From an optimization exercise on the open Yosys and OpenROAD flow, aimed at small area, a short achievable clock period and few clock cycles; shortcuts taken in it are not production practice. Function was checked by simulation only, so behaviour that the tests miss may differ from the original. Power is estimated from default activity; no workload was simulated.

==> run.sh <==
#!/bin/bash
# synth_recipe.tcl (not shown) runs the flow's synth.tcl, then flattens the netlist and writes it again
# the make line also repeats each setting of config.mk as NAME=value (left out here)
make -C /OpenROAD-flow-scripts/flow DESIGN_CONFIG=/design/flow/config.mk WORK_HOME=/design/flow/orfs CLKGATE_MAP_FILE= SYNTH_SCRIPT=/design/flow/synth_recipe.tcl finish
==> config.mk <==
export PLATFORM = sky130hd
export DESIGN_NAME = cdp_top
export DESIGN_NICKNAME = cdp_top
export VERILOG_FILES = /design/flow/design.v
export SDC_FILE = /design/flow/constraint.sdc
export NUM_CORES = 4
export LEC_CHECK = 0
export CAP_MARGIN = 20
export CORE_MARGIN = 2
export CORE_UTILIZATION = 50
export SLEW_MARGIN = 20
==> constraint.sdc <==
create_clock -name core_clock -period 11.0 [get_ports {clk}]
set_input_delay 2.2000 -clock core_clock [delete_from_list [all_inputs] [get_ports {clk}]]
set_output_delay 2.2000 -clock core_clock [all_outputs]
set_load 0.01 [all_outputs]
==> design.v <==
package cdp_pkg;
	localparam int DATA_W = 8;
	localparam int REG_W = 16;
	localparam int RAM_ADDR_W = 8;  
	localparam int RAM_DEPTH = 256;
	localparam logic [3:0] RESET_P = 4'd0;
	localparam logic [3:0] RESET_X = 4'd0;
	typedef enum logic [3:0] {
		OP_IDL_LDN = 4'h0,
		OP_INC     = 4'h1,
		OP_DEC     = 4'h2,
		OP_BRANCH  = 4'h3,
		OP_LDA     = 4'h4,
		OP_STR     = 4'h5,
		OP_IO      = 4'h6,
		OP_MISC    = 4'h7,
		OP_GLO     = 4'h8,
		OP_GHI     = 4'h9,
		OP_PLO     = 4'ha,
		OP_PHI     = 4'hb,
		OP_LBR     = 4'hc,
		OP_SEP     = 4'hd,
		OP_SEX     = 4'he,
		OP_ALU     = 4'hf
	} major_op_e;
	typedef enum logic [2:0] {
		ALU_LOAD, ALU_OR, ALU_AND, ALU_XOR, ALU_ADD, ALU_SD, ALU_SHIFT, ALU_SM
	} alu_op_e;
	typedef enum logic [2:0] {
		ST_HALT, ST_FETCH, ST_FETCH_WAIT, ST_EXEC, ST_MEM_WAIT
	} core_state_e;
endpackage
`timescale 1ns/1ps
import cdp_pkg::*;
module cpu_alu (
	input  logic [2:0]        op,
	input  logic              shift_left,
	input  logic [DATA_W-1:0] d_in,
	input  logic              df_in,
	input  logic [DATA_W-1:0] operand,
	output logic [DATA_W-1:0] d_out,
	output logic              df_out
);
	logic sub_d;
	logic sub_m;
	logic [DATA_W:0] sum;
	assign sub_d = (op == ALU_SD);
	assign sub_m = (op == ALU_SM);
	assign sum = {1'b0, d_in ^ {DATA_W{sub_d}}} + {1'b0, operand ^ {DATA_W{sub_m}}}
		+ {{DATA_W{1'b0}}, sub_d | sub_m};
	always_comb begin
		d_out = d_in;
		df_out = df_in;
		case (op)
			ALU_LOAD: d_out = operand;
			ALU_OR:   d_out = d_in | operand;
			ALU_AND:  d_out = d_in & operand;
			ALU_XOR:  d_out = d_in ^ operand;
			ALU_ADD, ALU_SD, ALU_SM: begin
				d_out = sum[DATA_W-1:0];
				df_out = sum[DATA_W];  
			end
			ALU_SHIFT: begin
				if (shift_left) begin
					d_out = {d_in[DATA_W-2:0], 1'b0};
					df_out = d_in[DATA_W-1];
				end else begin
					d_out = {1'b0, d_in[DATA_W-1:1]};
					df_out = d_in[0];
				end
			end
		endcase
	end
endmodule
`timescale 1ns/1ps
import cdp_pkg::*;
module cpu_core (
	input  logic                  clk,
	input  logic                  rst_n,
	input  logic                  run,
	input  logic                  hold,
	input  logic [4*DATA_W-1:0]   bank_rdata,
	input  logic [RAM_ADDR_W-1:0] wa,
	input  logic [4*(RAM_ADDR_W-2)-1:0] frow,
	output logic [4*(RAM_ADDR_W-2)-1:0] row,
	output logic [DATA_W-1:0]     rdata_wa,
	output logic [RAM_ADDR_W-1:0] wa_next,
	output logic                  st_we,
	output logic [RAM_ADDR_W-1:0] st_addr,
	output logic [DATA_W-1:0]     st_data,
	input  logic                  snoop_we,
	input  logic [RAM_ADDR_W-1:0] snoop_addr,
	input  logic [DATA_W-1:0]     snoop_data,
	output logic                  q,
	output logic                  idle
);
	logic [REG_W-1:0] regs [16];  
	logic [REG_W-1:0] pc;
	logic [3:0] p;
	logic [3:0] x;
	logic [DATA_W-1:0] d;
	logic df;
	logic [DATA_W-1:0] ir;
	logic iv;
	logic go;
	logic ex;
	logic [3:0] major;
	logic [3:0] n;
	logic is_alu;
	logic is_imm;
	logic is_alux;
	logic is_ldn;
	logic is_lda;
	logic n_is_p;
	logic memtype;
	logic two_byte;
	logic bubble;
	logic [REG_W-1:0] bubble_pc;
	logic [3:0] rsel;
	logic [REG_W-1:0] rv;
	logic branch_cond;
	logic take_branch;
	logic [2:0] alu_op;
	logic [DATA_W-1:0] operand;
	logic [DATA_W-1:0] alu_d;
	logic alu_df;
	logic [REG_W-1:0] pc_n;
	logic [DATA_W-1:0] ir_n;
	logic iv_n;
	logic snoop_hit;
	logic [RAM_ADDR_W-1:0] ir_addr;
	logic [DATA_W-1:0] bank [4];
	logic [1:0] wa_b1;
	logic [DATA_W-1:0] rdata_wa1;
	logic [DATA_W-1:0] rdata_op;
	logic conflict;
	assign go = run && !idle && !hold;
	assign ex = go && iv;
	assign major = ir[7:4];
	assign n = ir[3:0];
	assign is_alu = (major == OP_ALU);
	assign is_imm = is_alu && ir[3] && (ir[2:0] != ALU_SHIFT);
	assign is_alux = is_alu && !ir[3] && (ir[2:0] != ALU_SHIFT);
	assign is_ldn = (major == OP_IDL_LDN) && (n != 4'd0);
	assign is_lda = (major == OP_LDA);
	assign n_is_p = (n == p);
	assign memtype = is_ldn || (is_lda && !n_is_p) || is_alux;
	assign rsel = is_alu ? x : n;
	assign rv = (rsel == p) ? pc : regs[rsel];
	always_comb begin
		case (ir[2:0])
			3'd0:    branch_cond = 1'b1;
			3'd1:    branch_cond = q;
			3'd2:    branch_cond = (d == '0);
			3'd3:    branch_cond = df;
			default: branch_cond = 1'b0;  
		endcase
	end
	assign take_branch = branch_cond ^ ir[3];
	always_comb begin
		for (int k = 0; k < 4; k++) begin
			bank[k] = bank_rdata[k*DATA_W +: DATA_W];
			if (memtype && iv && !hold && (rv[1:0] == k))
				row[k*(RAM_ADDR_W-2) +: RAM_ADDR_W-2] = rv[RAM_ADDR_W-1:2];
			else
				row[k*(RAM_ADDR_W-2) +: RAM_ADDR_W-2] = frow[k*(RAM_ADDR_W-2) +: RAM_ADDR_W-2];
		end
	end
	assign wa_b1 = wa[1:0] + 1'b1;
	assign rdata_wa = bank[wa[1:0]];
	assign rdata_wa1 = bank[wa_b1];
	assign rdata_op = bank[rv[1:0]];
	assign conflict = memtype && (rv[1:0] == wa[1:0]);
	assign operand = memtype ? rdata_op : rdata_wa;
	assign alu_op = is_alu ? ir[2:0] : ALU_LOAD;  
	cpu_alu i_cpu_alu (
		.op(alu_op),
		.shift_left(ir[3]),
		.d_in(d),
		.df_in(df),
		.operand(operand),
		.d_out(alu_d),
		.df_out(alu_df)
	);
	always_comb begin
		two_byte = 1'b0;
		case (major)
			OP_INC:    two_byte = n_is_p;
			OP_BRANCH: two_byte = !take_branch;
			OP_LDA:    two_byte = n_is_p;
			OP_ALU:    two_byte = is_imm;
			default: ;
		endcase
	end
	always_comb begin
		bubble = 1'b0;
		bubble_pc = pc;
		case (major)
			OP_DEC: begin
				bubble = n_is_p;
				bubble_pc = pc - 1'b1;
			end
			OP_BRANCH: begin
				bubble = take_branch;
				bubble_pc = {pc[REG_W-1:DATA_W], rdata_wa};
			end
			OP_STR: bubble = (rv[RAM_ADDR_W-1:0] == pc[RAM_ADDR_W-1:0]);  
			OP_PLO: begin
				bubble = n_is_p;
				bubble_pc = {pc[REG_W-1:DATA_W], d};
			end
			OP_PHI: begin
				bubble = n_is_p;
				bubble_pc = {d, pc[DATA_W-1:0]};
			end
			OP_SEP: begin
				bubble = 1'b1;
				bubble_pc = rv;
			end
			default: bubble = conflict;
		endcase
	end
	assign ir_addr = pc[RAM_ADDR_W-1:0] - 1'b1;
	assign snoop_hit = snoop_we && iv && (snoop_addr == ir_addr);
	always_comb begin
		pc_n = pc;
		ir_n = ir;
		iv_n = iv;
		if (go) begin
			if (!iv) begin
				ir_n = rdata_wa;
				pc_n = pc + 1'b1;
				iv_n = 1'b1;
			end else if (bubble) begin
				pc_n = bubble_pc;
				iv_n = 1'b0;
			end else if (two_byte) begin
				ir_n = rdata_wa1;
				pc_n = pc + 2'd2;
			end else begin
				ir_n = rdata_wa;
				pc_n = pc + 1'b1;
			end
		end else if (snoop_hit) begin
			ir_n = snoop_data;
		end
	end
	assign wa_next = pc_n[RAM_ADDR_W-1:0];
	assign st_we = ex && (major == OP_STR);
	assign st_addr = rv[RAM_ADDR_W-1:0];
	assign st_data = d;
	always_ff @(posedge clk) begin
		ir <= ir_n;
		if (!rst_n) begin
			pc <= '0;
			iv <= 1'b0;
			p <= RESET_P;
			x <= RESET_X;
			d <= '0;
			df <= 1'b0;
			q <= 1'b0;
			idle <= 1'b0;
		end else begin
			pc <= pc_n;
			iv <= iv_n;
			if (ex) begin
				case (major)
					OP_IDL_LDN: begin
						if (n == 4'd0)
							idle <= 1'b1;
						else
							d <= alu_d;
					end
					OP_LDA: d <= alu_d;
					OP_MISC: begin
						if (n == 4'ha)
							q <= 1'b0;  
						else if (n == 4'hb)
							q <= 1'b1;  
					end
					OP_GLO: d <= rv[DATA_W-1:0];
					OP_GHI: d <= rv[REG_W-1:DATA_W];
					OP_SEP: p <= n;
					OP_SEX: x <= n;
					OP_ALU: begin
						d <= alu_d;
						df <= alu_df;
					end
					default: ;
				endcase
			end
		end
	end
	always_ff @(posedge clk) begin
		if (ex) begin
			case (major)
				OP_INC: if (!n_is_p) regs[n] <= rv + 1'b1;
				OP_DEC: if (!n_is_p) regs[n] <= rv - 1'b1;
				OP_LDA: if (!n_is_p) regs[n] <= rv + 1'b1;
				OP_PLO: if (!n_is_p) regs[n][DATA_W-1:0] <= d;
				OP_PHI: if (!n_is_p) regs[n][REG_W-1:DATA_W] <= d;
				OP_SEP: regs[p] <= pc;
				default: ;
			endcase
		end
	end
endmodule
`timescale 1ns/1ps
import cdp_pkg::*;
module mem_arbiter (
	input  logic                  clk,
	input  logic                  rst_n,
	input  logic                  host_req,
	input  logic                  host_we,
	input  logic [RAM_ADDR_W-1:0] host_addr,
	input  logic [DATA_W-1:0]     host_wdata,
	input  logic [RAM_ADDR_W-1:0] core_wa_next,
	input  logic                  core_we,
	input  logic [RAM_ADDR_W-1:0] core_waddr,
	input  logic [DATA_W-1:0]     core_wdata,
	input  logic [DATA_W-1:0]     rdata_wa,
	output logic                  host_ack,
	output logic [DATA_W-1:0]     host_rdata,
	output logic [RAM_ADDR_W-1:0] wa,
	output logic [4*(RAM_ADDR_W-2)-1:0] frow,
	output logic                  ram_we,
	output logic [RAM_ADDR_W-1:0] ram_waddr,
	output logic [DATA_W-1:0]     ram_wdata,
	output logic                  snoop_we
);
	logic host_we_q;
	logic [DATA_W-1:0] host_wdata_q;
	logic [RAM_ADDR_W-1:0] wa_n;
	logic [RAM_ADDR_W-3:0] row_n;
	logic [RAM_ADDR_W-3:0] row_n1;
	assign wa_n = host_req ? host_addr : core_wa_next;
	assign row_n = wa_n[RAM_ADDR_W-1:2];
	assign row_n1 = row_n + 1'b1;
	always_ff @(posedge clk) begin
		if (!rst_n) begin
			host_ack <= 1'b0;
			wa <= '0;
			frow <= '0;
		end else begin
			host_ack <= host_req;
			wa <= wa_n;
			for (int k = 0; k < 4; k++)
				frow[k*(RAM_ADDR_W-2) +: RAM_ADDR_W-2] <= (k < wa_n[1:0]) ? row_n1 : row_n;
		end
		host_we_q <= host_we;
		host_wdata_q <= host_wdata;
	end
	assign host_rdata = rdata_wa;
	assign snoop_we = host_ack && host_we_q;
	assign ram_we = snoop_we || core_we;
	assign ram_waddr = host_ack ? wa : core_waddr;
	assign ram_wdata = host_ack ? host_wdata_q : core_wdata;
endmodule
`timescale 1ns/1ps
import cdp_pkg::*;
module scratch_ram (
	input  logic                  clk,
	input  logic                  we,
	input  logic [RAM_ADDR_W-1:0] waddr,
	input  logic [DATA_W-1:0]     wdata,
	input  logic [4*(RAM_ADDR_W-2)-1:0] row,
	output logic [4*DATA_W-1:0]   rdata
);
	for (genvar k = 0; k < 4; k++) begin : g_bank
		logic [DATA_W-1:0] mem [RAM_DEPTH/4];
		always_ff @(posedge clk) begin
			if (we && (waddr[1:0] == k))
				mem[waddr[RAM_ADDR_W-1:2]] <= wdata;
		end
		assign rdata[k*DATA_W +: DATA_W] = mem[row[k*(RAM_ADDR_W-2) +: RAM_ADDR_W-2]];
	end
endmodule
`timescale 1ns/1ps
import cdp_pkg::*;
module cdp_top (
	input  logic                  clk,
	input  logic                  rst_n,
	input  logic                  run,
	input  logic                  host_req,
	input  logic                  host_we,
	input  logic [RAM_ADDR_W-1:0] host_addr,
	input  logic [DATA_W-1:0]     host_wdata,
	output logic                  host_ack,
	output logic [DATA_W-1:0]     host_rdata,
	output logic                  q,
	output logic                  idle
);
	logic [4*(RAM_ADDR_W-2)-1:0] ram_row;
	logic [4*DATA_W-1:0] ram_rdata;
	logic [RAM_ADDR_W-1:0] wa;
	logic [4*(RAM_ADDR_W-2)-1:0] frow;
	logic [DATA_W-1:0] rdata_wa;
	logic ram_we;
	logic [RAM_ADDR_W-1:0] ram_waddr;
	logic [DATA_W-1:0] ram_wdata;
	logic [RAM_ADDR_W-1:0] core_wa_next;
	logic core_we;
	logic [RAM_ADDR_W-1:0] core_waddr;
	logic [DATA_W-1:0] core_wdata;
	logic snoop_we;
	cpu_core i_cpu_core (
		.clk(clk),
		.rst_n(rst_n),
		.run(run),
		.hold(host_ack),
		.bank_rdata(ram_rdata),
		.wa(wa),
		.frow(frow),
		.row(ram_row),
		.rdata_wa(rdata_wa),
		.wa_next(core_wa_next),
		.st_we(core_we),
		.st_addr(core_waddr),
		.st_data(core_wdata),
		.snoop_we(snoop_we),
		.snoop_addr(wa),
		.snoop_data(ram_wdata),
		.q(q),
		.idle(idle)
	);
	mem_arbiter i_mem_arbiter (
		.clk(clk),
		.rst_n(rst_n),
		.host_req(host_req),
		.host_we(host_we),
		.host_addr(host_addr),
		.host_wdata(host_wdata),
		.core_wa_next(core_wa_next),
		.core_we(core_we),
		.core_waddr(core_waddr),
		.core_wdata(core_wdata),
		.rdata_wa(rdata_wa),
		.host_ack(host_ack),
		.host_rdata(host_rdata),
		.wa(wa),
		.frow(frow),
		.ram_we(ram_we),
		.ram_waddr(ram_waddr),
		.ram_wdata(ram_wdata),
		.snoop_we(snoop_we)
	);
	scratch_ram i_scratch_ram (
		.clk(clk),
		.we(ram_we),
		.waddr(ram_waddr),
		.wdata(ram_wdata),
		.row(ram_row),
		.rdata(ram_rdata)
	);
endmodule
==> results of run 1 <==
tightest hold or removal path: stages (launching register included):
cell and delay [ns]:
sky130_fd_sc_hd__dfxtp_1 0.34, sky130_fd_sc_hd__o21ai_0 0.08, sky130_fd_sc_hd__a21oi_1 0.06
layer usage:
layer	GRT usage, %	share of wire [%]	vias up
li1	-	-	31800
met5	0	0.0049	-
met2	50.1	45	4688
met4	14.0	4.6	2
met1	48.2	40	37800
met3	6.46	11	795
where the power goes:
group	internal [mW]	leakage, nW	switching, mW	total (mW)
logic	1.10	13.8	2.83	3.93
registers	10.1	21.6	0.0342	10.1
clock network	4.66	3.85	3.61	8.27
what timing repair did:
item | in CTS | in global routing
endpoints found under the setup margin | 8 | 10
pin swaps | 5 | 10
setup buffers | 7 | 33
gates cloned | 3 | 3
resized for setup | 19 | 22
kinds of logic after synthesis:
group | Yosys count | synth area share, %
flip-flops | 2384 | 67.0
XOR/XNOR | 92 | 0.762
AND/OR/NAND/NOR | 2781 | 12.0
AO/OA/AOI/OAI | 1790 | 12.2
buffers and inverters | 682 | 3.13
multiplexers | 436 | 4.45
adder cells (fa/ha/maj) | 36 | 0.440
sequential cells by signal (all words and copies together) (netlist names):
| name | cells |
|---|---|
| i_scratch_ram.g_bank.mem | 2048 |
| i_cpu_core.regs | 256 |
| i_mem_arbiter.frow | 23 |
| i_cpu_core.pc | 16 |
| i_cpu_core.d | 8 |
| i_cpu_core.ir | 8 |
| i_mem_arbiter.host_wdata_q | 8 |
| i_cpu_core.p | 4 |
| i_cpu_core.x | 4 |
| i_mem_arbiter.wa | 3 |
| i_cpu_core.df | 1 |
| i_cpu_core.idle | 1 |
| i_cpu_core.iv | 1 |
| i_cpu_core.q | 1 |
| i_mem_arbiter.host_ack | 1 |
| i_mem_arbiter.host_we_q | 1 |
Yosys cell counts (43+ instances only):
cell,n
sky130_fd_sc_hd__and3_1,263
sky130_fd_sc_hd__mux2i_1,366
sky130_fd_sc_hd__a221oi_1,48
sky130_fd_sc_hd__o211ai_1,59
sky130_fd_sc_hd__xnor2_1,61
sky130_fd_sc_hd__nand2_1,1160
sky130_fd_sc_hd__nor4_1,43
sky130_fd_sc_hd__nor2_1,525
sky130_fd_sc_hd__a311oi_1,78
sky130_fd_sc_hd__a211oi_1,368
sky130_fd_sc_hd__edfxtp_1,2312
sky130_fd_sc_hd__buf_4,69
sky130_fd_sc_hd__o21ai_0,192
sky130_fd_sc_hd__clkbuf_1,251
sky130_fd_sc_hd__buf_2,215
sky130_fd_sc_hd__a22oi_1,57
sky130_fd_sc_hd__dfxtp_1,72
sky130_fd_sc_hd__inv_1,76
sky130_fd_sc_hd__nor3_1,164
sky130_fd_sc_hd__a21oi_1,342
sky130_fd_sc_hd__nand3_1,378
sky130_fd_sc_hd__nand4_1,47
sky130_fd_sc_hd__a31oi_1,121
area by class of cell:
class	instances	area, sq um
Antenna cell	7	17.5
Clock buffer	308	6360
Clock inverter	139	1550
Fill cell	17000	91400
Inverter	83	312
Multi-Input combinational cell	5141	32400
Sequential cell	2384	70900
Tap cell	2805	3510
Timing Repair Buffer	419	3590
stage by stage:
stage	hold slack, ns	std cells	power, mW	setup slack (ns)
2_1_floorplan	0.454	8201	12.5	-2.47
3_3_place_gp	0.527	10800	14.0	0.147
3_5_place_dp	0.517	10800	14.1	0.0800
4_1_cts	0.526	11200	22.2	0.00835
5_1_grt	0.552	11300	22.9	-0.000647
6_report	0.530	11300	22.3	0.173
worst paths after layout:
kind	start	end	slack, ns	cells past startpoint
worst min register to register	i_cpu_core.df$_SDFFE_PN0P_	i_cpu_core.df$_SDFFE_PN0P_	0.53	2
worst min-delay path	i_cpu_core.df$_SDFFE_PN0P_	i_cpu_core.df$_SDFFE_PN0P_	0.53	2
worst max-delay path	i_cpu_core.ir[4]$_DFFE_PP_	host_rdata[1]	0.17	21
worst max register to register	i_cpu_core.ir[5]$_DFFE_PP_	i_cpu_core.d[6]$_SDFFE_PN0P_	0.32	34
==> metrics.sh, run 1 <==
DIE_HEIGHT_UM=464
POST-ROUTE-DRC-COUNT=0
SETUP_TOTAL_NEGATIVE_SLACK_NS=0
CTS-BUFFERS-INSERTED=239
SYNTH_ENABLE_FLOP_CELLS=2312
SKEW_NS=0.0536
GLOBAL_ROUTE.OVERFLOW_TOTAL=0
SYNTHARSTFLOPSHARE_PCT=0
VIA_COUNT_OF_THE_FIRST_GLOBAL_ROUTING_PASS=70800
SETUP.WORST_PATH.START_CLASS='flop'
GR-USAGE-ALL-LAYERS_PCT=33.5
YOSYS.AREA.TOP_TYPE='sky130_fd_sc_hd__edfxtp_1'
VIAS_PER_CELL=6.66
DELAY_CONTRIBUTED_BY_THE_SLOWEST_STAGE_OF_THE_CRITICAL_PATH_NS=0.87
CRITPATHTOPFAMILY='compound AO/OA/AOI/OAI gates'
POST-ROUTE-PERIOD-UTIL_PCT=98.4
POWER_PER_CELL_AREA_nW_PER_UM2=188
SYNTH_TOP_CELL_AREA_SHARE_PCT=65.6
WORST-ENDPOINT-ARRIVAL_NS=8.63
TIMING.CRITICAL_PATH.BUF_INV=6
SLEW_VIOL_FINAL=0
AVGROUTEDWIREPERCELL_UM=32.7
FINALNETCOUNT=8325
SYN2LAYOUT_AREA_GROWTH_PCT=12.1
WORST_SETUP_PATH_END_KIND='primary output'
ROWS=168
DIE_AREA_SQ_UM=215000
WORSTHOLDPATHTYPE='reg2reg'
TRITONCTS='yes'
PLACEMENT.CELL_AREA_SQ_UM=110000
FLOORPLAN.DIE.WIDTH_UM=464
FINALWEIGHTEDCONGESTION=1.00
RESULT_OF_THE_RUN='finished clean'
CLOCKROOTBUFFER='sky130_fd_sc_hd__clkbuf_16'
TIMING.FMAX_GHz=0.0924
SYNTH_SEQ_CELLS=2384
SLOWEST_STAGE='sky130_fd_sc_hd__mux2i_2'
DRT.ANTENNA.VIOLATING_NETS=0
HOLD_VIOL=0
PERIOD_NEEDED_NS=10.83
CLOCK_PATH_BUFFERS=3
NETLIST-CELL-TYPE-COUNT=127
TIMING_WORST_SLEW_PIN_VALUE_NS=1.22
FINAL_CELL_AREA_SQ_UM=119000
CRIT_REQUIRED_NS=8.80
FINAL_CELL_MIX='sky130_fd_sc_hd__edfxtp_1 (2312), sky130_fd_sc_hd__nand2_1 (1149), sky130_fd_sc_hd__nor2_1 (509)'
YOSYS_WARNINGS=5
SYNTH_AREA_PER_CELL_SQ_UM=12.9
WORST_SKEW_PAIR.LATE_LATENCY_NS=0.90
POST-DP-HPWL_UM=236000
PRIMARY_FLIP_FLOP_CELL_CHOSEN_BY_SYNTHESIS_MAPPING='sky130_fd_sc_hd__edfxtp_1'
DRT-TOTAL-WL_UM=370000
INITIAL_UTILIZATION_PCT=50.4
POWER.STATIC_LEAKAGE_nW=39.2
CLOCK-SINKS=2384
YOSYS-TOP-CELLS-AREA='sky130_fd_sc_hd__edfxtp_1 (66%), sky130_fd_sc_hd__nand2_1 (4.1%), sky130_fd_sc_hd__mux2i_1 (3.5%)'
PATH_CELLS='and4_2, buf_4, o211ai_2, a22oi_4, buf_4, nand2_1, o31ai_4, inv_1, ha_1, nand2_1, nor2_1, buf_4, mux2i_2, nand2_1, a211oi_1, o41a_1, a211oi_2, a211oi_1, a21o_1, inv_1, clkdlybuf4s50_1'
LAYOUT.CELLS.MOST_COMMON='sky130_fd_sc_hd__edfxtp_1'
LARGEST_FANOUT_OF_ANY_NET_ON_THE_CRITICAL_PATH=38
LAYOUT-DRIVE-GT1-SHARE_PCT=12.4
GRT_START_MAX_NET_PINS=184
UTILIZATION_PCT=56.5
COREAREA_SQ_UM=210000
POSTSYNTHCELLCOUNT=8201
TIMING.MAX_SLEW.REL_SLACK_PCT=18.6
SYN-CELL-AREA_SQ_UM=106000
DR.PASS1.ITERS=7
NUM_VIAS=75100
CLK_TRANSITION_REPORTED_PATHS_NS=0.07
CAP_VIOLATIONS=0
GRT_PASS1_WL_UM=525000
CTS_HOLD_BUFS=0
DR.FIRST_ITER.DRC_COUNT=10900
ANTENNA_FOUND_INITIAL=14
SEQ_AREA_FRAC_SYNTH_PCT=67.0
SYNTHESIS.NETS=8258
SETUP_VIOL=0
H-TREE-DEPTH=4
MAX-VDD-IR-DROP_uV=176
BUFFER_PORTS.INSERTED=31
TIMING_WORST_SETUP_PATH_TYPE='reg2out'
FLOORPLAN.IO_PINS=32
Testbench counts, summed over its fixed seeds: cycles 68,515.
==> run 2: changes to the inputs <==
--- a/config.mk
+++ b/config.mk
@@ -9,3 +9,4 @@
 export CORE_MARGIN = 2
 export CORE_UTILIZATION = 50
+export SETUP_SLACK_MARGIN = 5
 export SLEW_MARGIN = 20
==> run 2 against run 1 <==
Compared with the run above:
- cell count rose by 4.8%
- worst setup slack improved by 1.9 ns
- maximum frequency rose by 21%
- non-clock buffer count rose by 530
- critical path depth fell by 1
- design area rose by 9.1%
- power rose by 4.6%
- clock-buffer cell count fell by 14
- still clean on timing, DRC and antenna
- wire length rose by 6.4%
- synthesized cell count did not move
- sequential share of layout area fell by 5.0 points
- flip-flop and latch count did not move
==> metrics.sh, run 2 <==
YOSYS.AREA.TOP_TYPE='sky130_fd_sc_hd__edfxtp_1'
SETUP_VIOL=0
YOSYSMOSTFREQUENTCELL='sky130_fd_sc_hd__edfxtp_1'
VIA_COUNT_OF_THE_FIRST_GLOBAL_ROUTING_PASS=73200
SYNTH_ENABLE_FLOP_CELLS=2312
COREAREA_SQ_UM=210000
LAYOUT-DRIVE-GT1-SHARE_PCT=24.2
FINAL_CELL_MIX='sky130_fd_sc_hd__edfxtp_1 (2312), sky130_fd_sc_hd__nand2_1 (1115), sky130_fd_sc_hd__buf_4 (622)'
SKEW_NS=0.0677
POST-ROUTE-WORST-SETUP-SLACK_NS=2.07
WORSTHOLDPATHTYPE='reg2reg'
LARGEST_REGISTER_FF_COUNT=2048
SYNTH_AREA_PER_CELL_SQ_UM=12.9
PRIMARY_FLIP_FLOP_CELL_CHOSEN_BY_SYNTHESIS_MAPPING='sky130_fd_sc_hd__edfxtp_1'
GLOBAL_ROUTE.OVERFLOW_TOTAL=0
RESULT_OF_THE_RUN='finished clean'
CLK_TRANSITION_REPORTED_PATHS_NS=0.06
TIMING_WORST_SETUP_PATH_TYPE='reg2out'
SETUP_REPAIR_AFTER_GLOBAL_ROUTING_MISSED_ITS_MARGIN='yes'
FINALNETCOUNT=8868
INTERNAL-POWER_mW=16.4
SYNTH_SEQ_CELLS=2384
BUFFER_PORTS.INSERTED=31
HOLD_VIOL=0
YOSYS-TOP-CELLS-AREA='sky130_fd_sc_hd__edfxtp_1 (66%), sky130_fd_sc_hd__nand2_1 (4.1%), sky130_fd_sc_hd__mux2i_1 (3.5%)'
YOSYS_WARNINGS=5
POWER_PER_CELL_AREA_nW_PER_UM2=181
CTS-BUFFERS-INSERTED=240
DP.CELLS=10800
TRITONCTS='yes'
SYNTHARSTFLOPSHARE_PCT=0
PERIOD_NEEDED_NS=8.93
H-TREE-DEPTH=4
FLOORPLAN.DIE.WIDTH_UM=464
TIMING_WORST_SLEW_PIN_VALUE_NS=1.39
TIMING.FMAX_GHz=0.112
SEQUENTIAL_GROUP_SHARE_OF_TOTAL_POWER_PCT=43.4
LAYOUT.CELLS.MOST_COMMON='sky130_fd_sc_hd__edfxtp_1'
SYNTHESIS.NETS=8258
WORST-ENDPOINT-ARRIVAL_NS=6.73
TIMING.MAX_SLEW.REL_SLACK_PCT=7.38
INITIAL_UTILIZATION_PCT=50.4
SLEW_VIOL_FINAL=0
DR.FIRST_ITER.DRC_COUNT=12300
CTS_HOLD_BUFS=0
DRT.ANTENNA.VIOLATING_NETS=0
WORST_SKEW_PAIR.LATE_LATENCY_NS=0.93
LARGEST_FANOUT_OF_ANY_NET_ON_THE_CRITICAL_PATH=25
DRT-TOTAL-WL_UM=393000
DETAILEDPLACE.WORSTSLACK_NS=0.334
SYNTH.CELLS.MOST_FREQUENT='sky130_fd_sc_hd__edfxtp_1 (2312), sky130_fd_sc_hd__nand2_1 (1160), sky130_fd_sc_hd__nor2_1 (525), sky130_fd_sc_hd__nand3_1 (378), sky130_fd_sc_hd__a211oi_1 (368)'
CAP_VIOLATIONS=0
POST-ROUTE-DRC-COUNT=0
CRIT_REQUIRED_NS=8.80
AVGROUTEDWIREPERCELL_UM=33.3
DIE_AREA_SQ_UM=215000
FINAL_CELL_COUNT_NO_FILL=11800
SYN2LAYOUT_AREA_GROWTH_PCT=22.3
GRT_START_MAX_NET_PINS=184
MAX-VDD-IR-DROP_uV=188
SYNTH_TOP_CELL_AREA_SHARE_PCT=65.6
POST-DP-HPWL_UM=237000
TOTAL_SWITCHING_POWER_mW=7.01
COMBINATIONALPOWERSHARE_PCT=22.1
ANTENNA_FOUND_INITIAL=14
CLOCK_PATH_BUFFERS=3
FLOORPLAN.IO_PINS=32
SETUP_TOTAL_NEGATIVE_SLACK_NS=0
GRT_PASS1_WL_UM=548000
VIAS_PER_CELL=6.69
GR-USAGE-ALL-LAYERS_PCT=35.1
ROWS=168
SEQ_AREA_FRAC_SYNTH_PCT=67.0
FINALWEIGHTEDCONGESTION=1.00
NUM_VIAS=79100
DIE_HEIGHT_UM=464
CLOCKROOTBUFFER='sky130_fd_sc_hd__clkbuf_16'
POST-ROUTE-PERIOD-UTIL_PCT=81.2
WORST_SETUP_PATH_END_KIND='primary output'
SYN-CELL-AREA_SQ_UM=106000
P_CLK_SHARE_PCT=34.4
CLOCK-SINKS=2384
POWER.SHARE.SWITCHING_PCT=30.0
SETUP.WORST_PATH.START_CLASS='flop'
NETLIST-CELL-TYPE-COUNT=127
POSTSYNTHCELLCOUNT=8201
POWER.STATIC_LEAKAGE_nW=43.3
DR.PASS1.ITERS=9
==> run 2: critical path: stages (launching register included) <==
cell and delay [ns]:
sky130_fd_sc_hd__edfxtp_1 0.58, sky130_fd_sc_hd__buf_4 0.40, sky130_fd_sc_hd__nand2_1 0.38, sky130_fd_sc_hd__mux2i_1 0.31, sky130_fd_sc_hd__o21ai_0 0.20, sky130_fd_sc_hd__and4_2 0.39
sky130_fd_sc_hd__buf_4 0.25, sky130_fd_sc_hd__o31ai_4 0.59, sky130_fd_sc_hd__nand2_4 0.24, sky130_fd_sc_hd__buf_4 0.29, sky130_fd_sc_hd__nor2_4 0.24, sky130_fd_sc_hd__buf_4 0.19
sky130_fd_sc_hd__a31oi_1 0.08, sky130_fd_sc_hd__nand3_1 0.13, sky130_fd_sc_hd__o21ai_1 0.08, sky130_fd_sc_hd__or3_4 0.40, sky130_fd_sc_hd__o31ai_2 0.08, sky130_fd_sc_hd__buf_4 0.22
sky130_fd_sc_hd__mux4_2 0.30, sky130_fd_sc_hd__clkinvlp_4 0.24, sky130_fd_sc_hd__buf_12 0.21
==> run 2: final timing paths <==
kind / slack, ns / startpoint / end / cells past startpoint
max reg2reg: 2.45 / i_cpu_core.ir[7]$_DFFE_PP_ / i_cpu_core.d[6]$_SDFFE_PN0P_ / 42
max: 2.07 / i_cpu_core.ir[2]$_DFFE_PP_ / host_rdata[7] / 20
min reg2reg: 0.55 / i_cpu_core.df$_SDFFE_PN0P_ / i_cpu_core.df$_SDFFE_PN0P_ / 2
min: 0.55 / i_cpu_core.df$_SDFFE_PN0P_ / i_cpu_core.df$_SDFFE_PN0P_ / 2
==> run 2: through the flow <==
step | hold WS, ns | area, sq um | util, % | power (mW)
finish | 0.548 | 129000 | 61.6 | 23.4
global route | 0.552 | 129000 | 61.6 | 23.9
CTS | 0.541 | 125000 | 59.4 | 22.8
detailed placement | 0.512 | 110000 | 52.6 | 14.1
global placement | 0.500 | 110000 | 52.5 | 14.1
floorplan | 0.454 | 106000 | - | 12.5
==> run 2: timing repair <==
action                                 4_1_cts  5_1_grt
endpoints found under the hold margin        0        0
pin swaps                                  169      136
setup endpoints to repair                 2013     1511
gates cloned                                38       18
setup buffers                              277      205
resized for setup                          721      576
==> run 2: routing by layer <==
| metal | GRT usage, % | vias to the layer above | wire length (um) |
|---|---|---|---|
| li1 | - | 33000 | - |
| met1 | 49.3 | 39700 | 152000 |
| met2 | 51.9 | 5409 | 173000 |
| met3 | 8.02 | 1019 | 47800 |
| met4 | 16.1 | 2 | 20500 |
| met5 | 0 | - | 8 |
==> run 2: logic make-up after synthesis <==
| group | after synthesis | synth area share [%] |
|---|---|---|
| buf+inv | 682 | 3.13 |
| fa+ha+maj | 36 | 0.440 |
| xor+xnor | 92 | 0.762 |
| mux | 436 | 4.45 |
| compound gates | 1790 | 12.2 |
| simple gates | 2781 | 12.0 |
| flops | 2384 | 67.0 |
==> run 2: cell type report <==
class                   count  area (sq um)
well taps                2805          3510
multi-input cells        5153         36800
flip-flops and latches   2384         70900
fillers                 15900         80600
diodes                      4          10.0
clock buffers             294          6220
clock inverters           153          1440
repair buffers            949         10200
inverters                  83           340
==> run 2: power groups by stage <==
stage / registers, mW / logic (mW) / clock network [mW]
floorplan: 10.4 / 2.13 / 0
global placement: 10.3 / 3.76 / 0
detailed placement: 10.3 / 3.79 / 0
CTS: 10.1 / 4.54 / 8.09
global route: 10.1 / 5.30 / 8.44
finish: 10.1 / 5.17 / 8.05
==> run 3: changes to the inputs <==
--- a/design.v
+++ b/design.v
@@ -80,10 +80,13 @@
 	input  logic                  run,
 	input  logic                  hold,
+	output logic                  replan,
 	input  logic [4*DATA_W-1:0]   bank_rdata,
 	input  logic [RAM_ADDR_W-1:0] wa,
-	input  logic [4*(RAM_ADDR_W-2)-1:0] frow,
-	output logic [4*(RAM_ADDR_W-2)-1:0] row,
-	output logic [DATA_W-1:0]     rdata_wa,
 	output logic [RAM_ADDR_W-1:0] wa_next,
+	output logic                  plan_mem,
+	output logic [RAM_ADDR_W-1:0] plan_mem_addr,
+	output logic                  plan_jmp,
+	output logic [RAM_ADDR_W-1:0] plan_jmp_addr,
+	output logic [DATA_W-1:0]     rdata_wa,
 	output logic                  st_we,
 	output logic [RAM_ADDR_W-1:0] st_addr,
@@ -103,14 +106,18 @@
 	logic [DATA_W-1:0] ir;
 	logic iv;
-	logic go;
+	logic [DATA_W-1:0] nxt;  
+	logic nv;
+	logic pend;  
+	logic [2:0] pend_op;
+	logic [RAM_ADDR_W-1:0] opa;  
+	logic act;
+	logic ex_a;
 	logic ex;
+	logic ex_pend;
 	logic [3:0] major;
 	logic [3:0] n;
+	logic n_is_p;
 	logic is_alu;
 	logic is_imm;
-	logic is_alux;
-	logic is_ldn;
-	logic is_lda;
-	logic n_is_p;
 	logic memtype;
 	logic two_byte;
@@ -121,29 +128,37 @@
 	logic branch_cond;
 	logic take_branch;
+	logic jump;
+	logic [2:0] ir_op;
 	logic [2:0] alu_op;
+	logic [1:0] osel;
 	logic [DATA_W-1:0] operand;
 	logic [DATA_W-1:0] alu_d;
 	logic alu_df;
-	logic [REG_W-1:0] pc_n;
-	logic [DATA_W-1:0] ir_n;
-	logic iv_n;
-	logic snoop_hit;
-	logic [RAM_ADDR_W-1:0] ir_addr;
 	logic [DATA_W-1:0] bank [4];
 	logic [1:0] wa_b1;
 	logic [DATA_W-1:0] rdata_wa1;
-	logic [DATA_W-1:0] rdata_op;
-	logic conflict;
-	assign go = run && !idle && !hold;
-	assign ex = go && iv;
+	logic snoop_hit;
+	logic [RAM_ADDR_W-1:0] ir_addr;
+	logic [REG_W-1:0] pc_n;
+	logic [DATA_W-1:0] ir_n;
+	logic iv_n;
+	logic nv_n;
+	logic [DATA_W-1:0] nxt_n;
+	logic [3:0] x_n;
+	logic pend_n;
+	logic [RAM_ADDR_W-1:0] opa_n;
+	assign act = !idle && !hold;
+	assign ex_a = act && iv && !pend;
+	assign ex = run && ex_a;
+	assign ex_pend = run && act && pend;
+	assign replan = run || hold;
 	assign major = ir[7:4];
 	assign n = ir[3:0];
+	assign n_is_p = (n == p);
 	assign is_alu = (major == OP_ALU);
 	assign is_imm = is_alu && ir[3] && (ir[2:0] != ALU_SHIFT);
-	assign is_alux = is_alu && !ir[3] && (ir[2:0] != ALU_SHIFT);
-	assign is_ldn = (major == OP_IDL_LDN) && (n != 4'd0);
-	assign is_lda = (major == OP_LDA);
-	assign n_is_p = (n == p);
-	assign memtype = is_ldn || (is_lda && !n_is_p) || is_alux;
+	assign memtype = ((major == OP_IDL_LDN) && (n != 4'd0))
+		|| ((major == OP_LDA) && !n_is_p)
+		|| (is_alu && !ir[3] && (ir[2:0] != ALU_SHIFT));
 	assign rsel = is_alu ? x : n;
 	assign rv = (rsel == p) ? pc : regs[rsel];
@@ -158,20 +173,16 @@
 	end
 	assign take_branch = branch_cond ^ ir[3];
+	assign jump = (major == OP_BRANCH) && take_branch && nv;
 	always_comb begin
-		for (int k = 0; k < 4; k++) begin
+		for (int k = 0; k < 4; k++)
 			bank[k] = bank_rdata[k*DATA_W +: DATA_W];
-			if (memtype && iv && !hold && (rv[1:0] == k))
-				row[k*(RAM_ADDR_W-2) +: RAM_ADDR_W-2] = rv[RAM_ADDR_W-1:2];
-			else
-				row[k*(RAM_ADDR_W-2) +: RAM_ADDR_W-2] = frow[k*(RAM_ADDR_W-2) +: RAM_ADDR_W-2];
-		end
 	end
 	assign wa_b1 = wa[1:0] + 1'b1;
 	assign rdata_wa = bank[wa[1:0]];
 	assign rdata_wa1 = bank[wa_b1];
-	assign rdata_op = bank[rv[1:0]];
-	assign conflict = memtype && (rv[1:0] == wa[1:0]);
-	assign operand = memtype ? rdata_op : rdata_wa;
-	assign alu_op = is_alu ? ir[2:0] : ALU_LOAD;  
+	assign osel = pend ? opa[1:0] : wa[1:0];
+	assign operand = bank[osel];
+	assign ir_op = is_alu ? ir[2:0] : ALU_LOAD;  
+	assign alu_op = pend ? pend_op : ir_op;
 	cpu_alu i_cpu_alu (
 		.op(alu_op),
@@ -202,6 +213,11 @@
 			end
 			OP_BRANCH: begin
-				bubble = take_branch;
-				bubble_pc = {pc[REG_W-1:DATA_W], rdata_wa};
+				if (take_branch) begin
+					bubble = !nv;
+					bubble_pc = {pc[REG_W-1:DATA_W], rdata_wa};
+				end else begin
+					bubble = nv && (nxt[1:0] == wa_b1);
+					bubble_pc = pc + 1'b1;
+				end
 			end
 			OP_STR: bubble = (rv[RAM_ADDR_W-1:0] == pc[RAM_ADDR_W-1:0]);  
@@ -218,5 +234,5 @@
 				bubble_pc = rv;
 			end
-			default: bubble = conflict;
+			default: ;
 		endcase
 	end
@@ -227,12 +243,24 @@
 		ir_n = ir;
 		iv_n = iv;
-		if (go) begin
+		nv_n = nv && !snoop_we;
+		nxt_n = nxt;
+		pend_n = pend;
+		opa_n = opa;
+		if (act && pend) begin
+			pend_n = 1'b0;
+		end else if (act) begin
+			nv_n = 1'b0;
+			nxt_n = rdata_wa1;
 			if (!iv) begin
 				ir_n = rdata_wa;
 				pc_n = pc + 1'b1;
 				iv_n = 1'b1;
+				nv_n = 1'b1;
 			end else if (bubble) begin
 				pc_n = bubble_pc;
 				iv_n = 1'b0;
+			end else if (jump) begin
+				ir_n = bank[nxt[1:0]];
+				pc_n = {pc[REG_W-1:DATA_W], nxt} + 1'b1;
 			end else if (two_byte) begin
 				ir_n = rdata_wa1;
@@ -241,4 +269,7 @@
 				ir_n = rdata_wa;
 				pc_n = pc + 1'b1;
+				nv_n = (major != OP_STR);
+				pend_n = memtype;
+				opa_n = rv[RAM_ADDR_W-1:0];
 			end
 		end else if (snoop_hit) begin
@@ -246,4 +277,9 @@
 		end
 	end
+	assign x_n = (ex_a && (major == OP_SEX)) ? n : x;
+	assign plan_mem = pend_n;
+	assign plan_mem_addr = opa_n;
+	assign plan_jmp = !pend_n && iv_n && (ir_n[7:4] == OP_BRANCH) && nv_n;
+	assign plan_jmp_addr = nxt_n;
 	assign wa_next = pc_n[RAM_ADDR_W-1:0];
 	assign st_we = ex && (major == OP_STR);
@@ -251,8 +287,16 @@
 	assign st_data = d;
 	always_ff @(posedge clk) begin
-		ir <= ir_n;
+		if (replan) begin
+			ir <= ir_n;
+			nxt <= nxt_n;
+			opa <= opa_n;
+		end
+		if (ex && memtype)
+			pend_op <= ir_op;
 		if (!rst_n) begin
 			pc <= '0;
 			iv <= 1'b0;
+			nv <= 1'b0;
+			pend <= 1'b0;
 			p <= RESET_P;
 			x <= RESET_X;
@@ -262,15 +306,17 @@
 			idle <= 1'b0;
 		end else begin
-			pc <= pc_n;
-			iv <= iv_n;
-			if (ex) begin
+			if (replan) begin
+				pc <= pc_n;
+				iv <= iv_n;
+				nv <= nv_n;
+				x <= x_n;
+				pend <= pend_n;
+			end
+			if (ex_pend) begin
+				d <= alu_d;
+				df <= alu_df;
+			end else if (ex) begin
 				case (major)
-					OP_IDL_LDN: begin
-						if (n == 4'd0)
-							idle <= 1'b1;
-						else
-							d <= alu_d;
-					end
-					OP_LDA: d <= alu_d;
+					OP_IDL_LDN: if (n == 4'd0) idle <= 1'b1;
 					OP_MISC: begin
 						if (n == 4'ha)
@@ -282,8 +328,10 @@
 					OP_GHI: d <= rv[REG_W-1:DATA_W];
 					OP_SEP: p <= n;
-					OP_SEX: x <= n;
+					OP_LDA: if (!memtype) d <= alu_d;  
 					OP_ALU: begin
-						d <= alu_d;
-						df <= alu_df;
+						if (!memtype) begin
+							d <= alu_d;
+							df <= alu_df;
+						end
 					end
 					default: ;
@@ -315,5 +363,10 @@
 	input  logic [RAM_ADDR_W-1:0] host_addr,
 	input  logic [DATA_W-1:0]     host_wdata,
+	input  logic                  replan,
 	input  logic [RAM_ADDR_W-1:0] core_wa_next,
+	input  logic                  plan_mem,
+	input  logic [RAM_ADDR_W-1:0] plan_mem_addr,
+	input  logic                  plan_jmp,
+	input  logic [RAM_ADDR_W-1:0] plan_jmp_addr,
 	input  logic                  core_we,
 	input  logic [RAM_ADDR_W-1:0] core_waddr,
@@ -323,5 +376,5 @@
 	output logic [DATA_W-1:0]     host_rdata,
 	output logic [RAM_ADDR_W-1:0] wa,
-	output logic [4*(RAM_ADDR_W-2)-1:0] frow,
+	output logic [4*(RAM_ADDR_W-2)-1:0] row,
 	output logic                  ram_we,
 	output logic [RAM_ADDR_W-1:0] ram_waddr,
@@ -334,17 +387,32 @@
 	logic [RAM_ADDR_W-3:0] row_n;
 	logic [RAM_ADDR_W-3:0] row_n1;
+	logic [RAM_ADDR_W-3:0] bank_row_n [4];
 	assign wa_n = host_req ? host_addr : core_wa_next;
 	assign row_n = wa_n[RAM_ADDR_W-1:2];
 	assign row_n1 = row_n + 1'b1;
+	always_comb begin
+		for (int k = 0; k < 4; k++) begin
+			if (!host_req && plan_mem && (plan_mem_addr[1:0] == k))
+				bank_row_n[k] = plan_mem_addr[RAM_ADDR_W-1:2];
+			else if (!host_req && plan_jmp && (plan_jmp_addr[1:0] == k))
+				bank_row_n[k] = plan_jmp_addr[RAM_ADDR_W-1:2];
+			else if (k < wa_n[1:0])
+				bank_row_n[k] = row_n1;
+			else
+				bank_row_n[k] = row_n;
+		end
+	end
 	always_ff @(posedge clk) begin
 		if (!rst_n) begin
 			host_ack <= 1'b0;
 			wa <= '0;
-			frow <= '0;
+			row <= '0;
 		end else begin
 			host_ack <= host_req;
-			wa <= wa_n;
-			for (int k = 0; k < 4; k++)
-				frow[k*(RAM_ADDR_W-2) +: RAM_ADDR_W-2] <= (k < wa_n[1:0]) ? row_n1 : row_n;
+			if (host_req || replan) begin
+				wa <= wa_n;
+				for (int k = 0; k < 4; k++)
+					row[k*(RAM_ADDR_W-2) +: RAM_ADDR_W-2] <= bank_row_n[k];
+			end
 		end
 		host_we_q <= host_we;
@@ -394,5 +462,9 @@
 	logic [4*DATA_W-1:0] ram_rdata;
 	logic [RAM_ADDR_W-1:0] wa;
-	logic [4*(RAM_ADDR_W-2)-1:0] frow;
+	logic replan;
+	logic plan_mem;
+	logic [RAM_ADDR_W-1:0] plan_mem_addr;
+	logic plan_jmp;
+	logic [RAM_ADDR_W-1:0] plan_jmp_addr;
 	logic [DATA_W-1:0] rdata_wa;
 	logic ram_we;
@@ -409,10 +481,13 @@
 		.run(run),
 		.hold(host_ack),
+		.replan(replan),
 		.bank_rdata(ram_rdata),
 		.wa(wa),
-		.frow(frow),
-		.row(ram_row),
-		.rdata_wa(rdata_wa),
 		.wa_next(core_wa_next),
+		.plan_mem(plan_mem),
+		.plan_mem_addr(plan_mem_addr),
+		.plan_jmp(plan_jmp),
+		.plan_jmp_addr(plan_jmp_addr),
+		.rdata_wa(rdata_wa),
 		.st_we(core_we),
 		.st_addr(core_waddr),
@@ -431,5 +506,10 @@
 		.host_addr(host_addr),
 		.host_wdata(host_wdata),
+		.replan(replan),
 		.core_wa_next(core_wa_next),
+		.plan_mem(plan_mem),
+		.plan_mem_addr(plan_mem_addr),
+		.plan_jmp(plan_jmp),
+		.plan_jmp_addr(plan_jmp_addr),
 		.core_we(core_we),
 		.core_waddr(core_waddr),
@@ -439,5 +519,5 @@
 		.host_rdata(host_rdata),
 		.wa(wa),
-		.frow(frow),
+		.row(ram_row),
 		.ram_we(ram_we),
 		.ram_waddr(ram_waddr),
--- a/config.mk
+++ b/config.mk
@@ -11,2 +11,3 @@
 export SETUP_SLACK_MARGIN = 5
 export SLEW_MARGIN = 20
+export SYNTH_HIERARCHICAL = 1
==> run 3 against run 2 <==
Compared with the run above:
- synthesized area down 3.0%
- cell count down 24%
- flip-flop and latch count up 27
- utilization down 4.3 points
- sequential power up 6%
- wire length down 24%
- via count down 26%
- synthesized cell count down 28%
- clock skew down 0.017 ns
- worst hold slack better by 0.0094 ns
- sequential share of layout area up 6.4 points
- global-route usage down 6.4 points
- critical path type unchanged
==> metrics.sh, run 3 <==
DIE_HEIGHT_UM=457
CLOCK_PATH_BUFFERS=3
POWER.SHARE.SWITCHING_PCT=29.4
SYNTHARSTFLOPSHARE_PCT=0
SETUP.WORST_PATH.START_CLASS='flop'
SYNTH.CELLS.MOST_FREQUENT='sky130_fd_sc_hd__edfxtp_1 (2331), sky130_fd_sc_hd__mux4_2 (561), sky130_fd_sc_hd__nor2_1 (489), sky130_fd_sc_hd__nand2_1 (366), sky130_fd_sc_hd__mux2i_1 (223)'
YOSYS_WARNINGS=12
TRITONCTS='yes'
POST-ROUTE-DRC-COUNT=0
POWER_PER_CELL_AREA_nW_PER_UM2=207
POWER.STATIC_LEAKAGE_nW=36.7
WORSTHOLDPATHTYPE='reg2reg'
CLOCK-SINKS=2411
LARGEST_REGISTER_FF_COUNT=2048
COREAREA_SQ_UM=204000
TIMING_WORST_SLEW_PIN_VALUE_NS=1.21
RESULT_OF_THE_RUN='finished clean'
HOLDWS_NS=0.558
ANTENNA_FOUND_INITIAL=11
YOSYSMOSTFREQUENTCELL='sky130_fd_sc_hd__edfxtp_1'
VIAS_PER_CELL=6.52
PRIMARY_FLIP_FLOP_CELL_CHOSEN_BY_SYNTHESIS_MAPPING='sky130_fd_sc_hd__edfxtp_1'
SYN2LAYOUT_AREA_GROWTH_PCT=14.1
MAX-VDD-IR-DROP_uV=192
ROWS=166
FINALNETCOUNT=6164
POST-DP-HPWL_UM=184000
DP.CELLS=8392
WORST-R2R-SETUP-SLACK_NS=4.99
YOSYS.AREA.TOP_TYPE='sky130_fd_sc_hd__edfxtp_1'
FLOORPLAN.DIE.WIDTH_UM=457
CLK_TRANSITION_REPORTED_PATHS_NS=0.07
PERIOD_NEEDED_NS=6.37
TOTAL_SWITCHING_POWER_mW=7.14
SETUP_TOTAL_NEGATIVE_SLACK_NS=0
SYNTH_AREA_PER_CELL_SQ_UM=17.3
SETUP_REPAIR_AFTER_GLOBAL_ROUTING_MISSED_ITS_MARGIN='yes'
CTS_HOLD_BUFS=0
CRIT_REQUIRED_NS=8.80
SEQUENTIAL_GROUP_SHARE_OF_TOTAL_POWER_PCT=44.0
DETAILEDPLACE.WORSTSLACK_NS=3.40
GR-USAGE-ALL-LAYERS_PCT=28.6
DRT.ANTENNA.VIOLATING_NETS=0
COMBINATIONALPOWERSHARE_PCT=22.6
NUM_VIAS=58600
NETLIST-CELL-TYPE-COUNT=118
WORST_SKEW_PAIR.LATE_LATENCY_NS=0.88
SYNTH_TOP_CELL_AREA_SHARE_PCT=68.2
INTERNAL-POWER_mW=17.2
UTILIZATION_PCT=57.3
SLEW_VIOL_FINAL=0
POST-ROUTE-WORST-SETUP-SLACK_NS=4.63
TIMING_WORST_SETUP_PATH_TYPE='reg2out'
SKEW_NS=0.0505
GLOBAL_ROUTE.OVERFLOW_TOTAL=0
FINAL_CELL_COUNT_NO_FILL=8996
DIE_AREA_SQ_UM=209000
SETUP_VIOL=0
SYNTH_SEQ_CELLS=2411
P_CLK_SHARE_PCT=33.4
LAYOUT-DRIVE-GT1-SHARE_PCT=26.2
POST-ROUTE-PERIOD-UTIL_PCT=57.9
LARGEST_FANOUT_OF_ANY_NET_ON_THE_CRITICAL_PATH=7
PLACEMENT.CELL_AREA_SQ_UM=106000
TIMING.MAX_SLEW.REL_SLACK_PCT=19.2
YOSYS-TOP-CELLS-AREA='sky130_fd_sc_hd__edfxtp_1 (68%), sky130_fd_sc_hd__mux4_2 (12%), sky130_fd_sc_hd__mux2i_1 (2.2%)'
AVGROUTEDWIREPERCELL_UM=33.4
FINAL_CELL_MIX='sky130_fd_sc_hd__edfxtp_1 (2331), sky130_fd_sc_hd__mux4_2 (561), sky130_fd_sc_hd__nand2_1 (345)'
H-TREE-DEPTH=4
POSTSYNTHCELLCOUNT=5928
GRT_START_MAX_NET_PINS=116
CAP_VIOLATIONS=0
FINALWEIGHTEDCONGESTION=0.956
INITIAL_UTILIZATION_PCT=50.2
DR.PASS1.ITERS=10
FINAL_CELL_AREA_SQ_UM=117000
LAYOUT.CELLS.MOST_COMMON='sky130_fd_sc_hd__edfxtp_1'
FLOORPLAN.IO_PINS=32
CLOCKROOTBUFFER='sky130_fd_sc_hd__clkbuf_16'
TIMING.FMAX_GHz=0.157
BUFFER_PORTS.INSERTED=31
GRT_PASS1_WL_UM=429000
SYN-CELL-AREA_SQ_UM=103000
DR.FIRST_ITER.DRC_COUNT=7971
CTS-BUFFERS-INSERTED=239
SYNTH_ENABLE_FLOP_CELLS=2331
HOLD_VIOL=0
SEQ_AREA_FRAC_SYNTH_PCT=69.7
SYNTHESIS.NETS=5992
POST_ROUTE_TOTAL_POWER_mW=24.3
WORST_SETUP_PATH_END_KIND='primary output'
VIA_COUNT_OF_THE_FIRST_GLOBAL_ROUTING_PASS=57500
DRT-TOTAL-WL_UM=301000
WORST-ENDPOINT-ARRIVAL_NS=4.17
run 3: changes by cell type after synthesis, moves of 100 or more:
| cell | before | now |
|---|---|---|
| sky130_fd_sc_hd__nand2_1 | 1160 | 366 |
| sky130_fd_sc_hd__mux4_2 | 18 | 561 |
| sky130_fd_sc_hd__a211oi_1 | 368 | 52 |
| sky130_fd_sc_hd__nand3_1 | 378 | 71 |
| sky130_fd_sc_hd__and3_1 | 263 | 22 |
| sky130_fd_sc_hd__a21oi_1 | 342 | 150 |
| sky130_fd_sc_hd__mux2i_1 | 366 | 223 |
| sky130_fd_sc_hd__buf_2 | 215 | 96 |
| sky130_fd_sc_hd__nor3_1 | 164 | 52 |
| sky130_fd_sc_hd__a31oi_1 | 121 | 21 |
run 3: worst paths after layout:
kind / from / to / cells past startpoint
worst min-delay path: i_mem_arbiter.wa[2]$_SDFFE_PN0P_ / i_mem_arbiter.wa[2]$_SDFFE_PN0P_ / 1
worst min register to register: i_mem_arbiter.wa[2]$_SDFFE_PN0P_ / i_mem_arbiter.wa[2]$_SDFFE_PN0P_ / 1
worst max register to register: i_cpu_core.ir[5]$_DFFE_PN_ / i_scratch_ram.g_bank[0].mem[2][0]$_DFFE_PP_ / 14
worst max-delay path: i_mem_arbiter.row[18]$_SDFFE_PN0P_ / host_rdata[4] / 10
run 3: area by class of cell:
type | instances | area (sq um)
inverters | 62 | 233
fillers | 15500 | 87200
well taps | 2688 | 3360
multi-input cells | 3061 | 30500
flip-flops and latches | 2411 | 71600
repair buffers | 325 | 3670
clock inverters | 150 | 1500
clock buffers | 288 | 6250
diodes | 11 | 27.5
run 3: metal layers:
metal	up-vias	track usage (%)	wire [um]
met5	-	0	226
met4	8	9.77	10900
met3	575	5.43	26300
met2	2948	44.4	141000
met1	30800	41.0	122000
li1	24300	-	-
run 3: cell families after synthesis:
logic type	synth area share [%]
flip-flops	69.7
AND/OR/NAND/NOR	5.71
multiplexers	15.4
AO/OA/AOI/OAI	5.47
buffers and inverters	2.17
XOR/XNOR	0.928
adder cells (fa/ha/maj)	0.539
run 3: Yosys stat by module (local to each module, per instance), a selection:
module       copies in the design  flip-flops and latches
cpu_alu                         1                       0
cpu_core                        1                     321
mem_arbiter                     1                      42
scratch_ram                     1                    2048
run 3: what timing repair did:
action / 4_1_cts / 5_1_grt
pin swaps: 29 / 8
resized for setup: 451 / 44
setup endpoints to repair: 2199 / 1430
setup buffers: 121 / 13
gates cloned: 19 / 1
run 3: power groups by stage:
stage	registers [mW]	logic (mW)	clock network, mW
2_1_floorplan	10.8	3.09	0
3_3_place_gp	11.0	4.70	0
3_5_place_dp	11.0	4.75	0
4_1_cts	10.7	5.36	8.22
5_1_grt	10.7	5.76	8.54
6_report	10.7	5.50	8.11
run 3: worst max-delay path, stage by stage, from the launching register on:
cell and delay (ns):
sky130_fd_sc_hd__dfxtp_4 0.48, sky130_fd_sc_hd__buf_12 0.20, sky130_fd_sc_hd__buf_16 0.17, sky130_fd_sc_hd__mux4_2 0.51, sky130_fd_sc_hd__mux4_2 0.52, sky130_fd_sc_hd__nor2_4 0.16
sky130_fd_sc_hd__a221oi_2 0.10, sky130_fd_sc_hd__a32o_2 0.37, sky130_fd_sc_hd__a222oi_1 0.32, sky130_fd_sc_hd__mux2i_2 0.22, sky130_fd_sc_hd__buf_2 0.21
Testbench counts of run 3, summed over its fixed seeds: cycles 68,137.

static timing again, ports no longer ideal:
In the flow no input, the clock included, has a driving cell. The finished layouts below were timed again as built, in two steps. Step 1 sets driving cells, clkbuf_16 on the clock port and buf_2 on the other inputs (assumed; they add their load-dependent delay and slew). Step 2 moves the port delays by t, midway between the first and last clock arrival at a register: inputs arrive t later, outputs are due t later. That takes back most of the time a late clock gives input paths. a / b / c = ideal ports / drivers / drivers and shift; a / b = the first two.
run	shift t [ns]	setup WS [ns]	worst data-port slew with drivers (ns)
run 1	0.975	0.173 / 0.074 / 0.317	0.17
run 2	0.986	2.069 / 1.972 / 2.455	0.17
run 3	0.954	4.626 / 4.528 / 4.235	0.05
After both steps every run listed still meets setup and hold. The setup slack of run 3, which loses most, moves by -0.098 ns with the drivers and by -0.391 ns with both steps.
